From an optimization exercise on the open Yosys and OpenROAD flow, aimed at small area, a short achievable clock period and few clock cycles; shortcuts taken in it are not production practice.
In this exercise RTL edits were held to simulation tests only and were not proved equivalent to the original.
Power figures rest on the tool's default switching activity, not on a simulated workload.

red:
// router_top
module router_top (
   input  logic        clk,
   input  logic        reset,
   input  logic [31:0] in_data,      
   input  logic [3:0]  in_last,
   input  logic [3:0]  in_valid,
   output logic [3:0]  in_ready,
   output logic [31:0] out_data,     
   output logic [3:0]  out_last,
   output logic [3:0]  out_valid,
   input  logic [3:0]  out_ready,
   input  logic        csr_wr,
   input  logic        csr_rd,
   input  logic [7:0]  csr_addr,
   input  logic [31:0] csr_wdata,
   output logic [31:0] rdata
);
Size in the first run: ~8800 cells after synthesis, roughly 2800 flip-flops, about 160 I/O pins, roughly 130000 um^2 of cells after synthesis.
Settings: LEC_CHECK=0, CAP_MARGIN=20, CORE_MARGIN=2, CORE_UTILIZATION=65, CTS_CLUSTER_DIAMETER=100, CTS_CLUSTER_SIZE=28, PLACE_DENSITY=0.75, SETUP_SLACK_MARGIN=5.0, SLEW_MARGIN=20; clock period 8.0 ns.
run.sh (not shown) runs the stock make flow with config.mk's settings and CLKGATE_MAP_FILE= SYNTH_SCRIPT=/design/flow/synth_recipe.tcl, a recipe that flattens the netlist after the stock synthesis.
Testbench counts of red, summed over its fixed seeds: cycles 20,773.
[inputs] blue vs red
Settings: changing CTS_CLUSTER_SIZE from 28 to 24; changing PLACE_DENSITY from 0.75 to 0.7.
- red → blue: wire length of the first global-routing pass fell about 1.5%; total CTS buffers rose 24.
- Relative to red, total design power increased by 0.58 mW in blue.
- Non-clock buffer count, blue vs red: up by a few percent
For green, these inputs were changed with respect to blue:
Settings: a change of CORE_UTILIZATION from 65 to 60; a change of SETUP_SLACK_MARGIN from 5.0 to 4.95.
Share of the cycle needed by the critical path after routing: blue vs green — no meaningful difference
| global-route wire length before repair | green vs blue | ≈ equal |
Summary — worst hold slack, green relative to blue: lower, by 0.015 ns.
green: total routed wirelength is 0.89% lower than what blue reported.
In the tables for blue and green, non-clock buffer count reads higher with blue.
Relative to blue, number of antenna violations at the first check in global routing has gone down in green.
Changes observed in green relative to blue: total number of vias lost 0.36%; met2 usage went down 5.1 points; design area fell by 0.35%.
blue → green: power shows no meaningful change, maximum frequency from static timing analysis essentially unchanged.
Edits applied to the flow inputs when going from green to orange:
Settings: changing CORE_UTILIZATION from 60 to 65; changing SETUP_SLACK_MARGIN from 4.95 to 5.0; changing PLACE_DENSITY from 0.7 to 0.75.
Findings:
orange ends up with lower total CTS buffers than green does. Post-CTS setup repair buffer count, green and orange: higher on green. On cell area, green and orange are basically level. green and orange ended up with nearly the same sequential share of cell area. orange vs green, first-pass GRT wire length went up by about 2.5%. Number of antenna violations at the first check in global routing: orange vs green down 6. Changes observed in orange relative to green: initial core utilization went up; power in combinational cells went up.


job 9183:
router_top again, from the RTL that the note above started with.
clock: 8.0 ns
lec_check: 0
cap_margin: 20
core_margin: 2
core_utilization: 70
cts_cluster_diameter: 100
cts_cluster_size: 24
place_density: 0.8
setup_slack_margin: 5.0
slew_margin: 20
Job 9183 finished all stages; the layout is clean.
Testbench counts of job 9183, summed over its fixed seeds: cycles 20,773.
What job 8541 does differently from job 9183 at the input level:
diff --git a/flow/config.mk b/flow/config.mk
--- a/flow/config.mk
+++ b/flow/config.mk
@@ -7,9 +7,9 @@
 export LEC_CHECK = 0
-export CAP_MARGIN = 20
+export CAP_MARGIN = 10
 export CORE_MARGIN = 2
-export CORE_UTILIZATION = 70
+export CORE_UTILIZATION = 60
 export CTS_CLUSTER_DIAMETER = 100
 export CTS_CLUSTER_SIZE = 24
-export PLACE_DENSITY = 0.8
+export PLACE_DENSITY = 0.7
 export SETUP_SLACK_MARGIN = 5.0
-export SLEW_MARGIN = 20
+export SLEW_MARGIN = 10
--- outcome ---
- For netlist area before placement, job 9183 and job 8541 come out practically identical.
- Looking at data arrival time of the worst path, job 8541 sits below job 9183.
- Looking at first-pass GRT wire length across both flows, job 8541 is the stronger of the two, with job 9183 trailing.
- From job 9183 to job 8541 the numbers moved as follows: number of buffers outside the clock class in the layout now sits lower; number of tap instances higher; routed wire length went down by 24 mm.
- Summary of job 8541 over job 9183: combinational share of power went down 0.8 points; met1 track demand over resource went down 5.7 points.
- Total net switching power: higher on job 9183
- Relative to job 9183, the number of ordinary inverters in the final layout of job 8541 is higher by 0.52%.
> inputs changed (job 8541 -> job 9492)
diff --git a/flow/config.mk b/flow/config.mk
--- a/flow/config.mk
+++ b/flow/config.mk
@@ -7,3 +7,3 @@
 export LEC_CHECK = 0
-export CAP_MARGIN = 10
+export CAP_MARGIN = 20
 export CORE_MARGIN = 2
@@ -14,2 +14,2 @@
 export SETUP_SLACK_MARGIN = 5.0
-export SLEW_MARGIN = 10
+export SLEW_MARGIN = 20
## What came out
Compared job 9492 against job 8541; total non-filler cell area in the finished layout within noise.
On relative contribution of combinational cells to total power, job 9492 and job 8541 are neck and neck.
On worst setup margin, job 9492 and job 8541 are basically level.
Job 9492 -> job 8541: critical path depth delta 0, exact match
Per the comparison of job 9492 with job 8541, sum of met2 wire segment lengths after detailed routing has increased; clock tree skew after final layout picked up an extra 0.0067 ns; portion of total power attributed to the clock network level.
Number of clock buffer instances in the layout for job 9492: 1.4% down relative to job 8541

-- afterwards: timing with drivers on the ports --
The flow's constraints put no driver on any port. The routed layouts listed below were extracted and timed again, unchanged, in two steps. Step 1 (the two cells are an assumption about what drives the block):
set clk [get_ports {clk}]
set_driving_cell -lib_cell sky130_fd_sc_hd__clkbuf_16 $clk
set_driving_cell -lib_cell sky130_fd_sc_hd__buf_2 [delete_from_list [all_inputs] $clk]
Step 2 adds t to the input delays and takes it off the output delays; t is the mean of the earliest and latest rising clock arrival at the registers after step 1. Input paths then give back, and output paths get back, about the clock's delay inside the block. Three values: ideal, step 1, step 2; two values: the first two.
run	t, ns	slack for setup (ns)	worst setup path at the end	clock arrival spread, ns	worst slew at a driven data input, ns
red	0.912	4.891 / 4.801 / 4.040	input to register	0.058 / 0.058	0.22
blue	0.940	4.880 / 4.790 / 4.006	input to register	0.040 / 0.040	0.15
green	0.945	4.872 / 4.774 / 3.956	input to register	0.041 / 0.040	0.18
orange	0.933	4.883 / 4.792 / 4.041	input to register	0.042 / 0.043	0.19
job 9183	0.956	4.855 / 4.758 / 3.843	input to register	0.042 / 0.042	0.20
job 8541	0.929	4.895 / 4.803 / 3.915	input to register	0.039 / 0.039	0.18
job 9492	0.923	4.898 / 4.803 / 3.944	input to register	0.045 / 0.045	0.20
After both steps every run listed still meets setup and hold. The setup slack of job 9183, which loses most, moves by -0.097 ns with the drivers and by -1.012 ns with both steps.
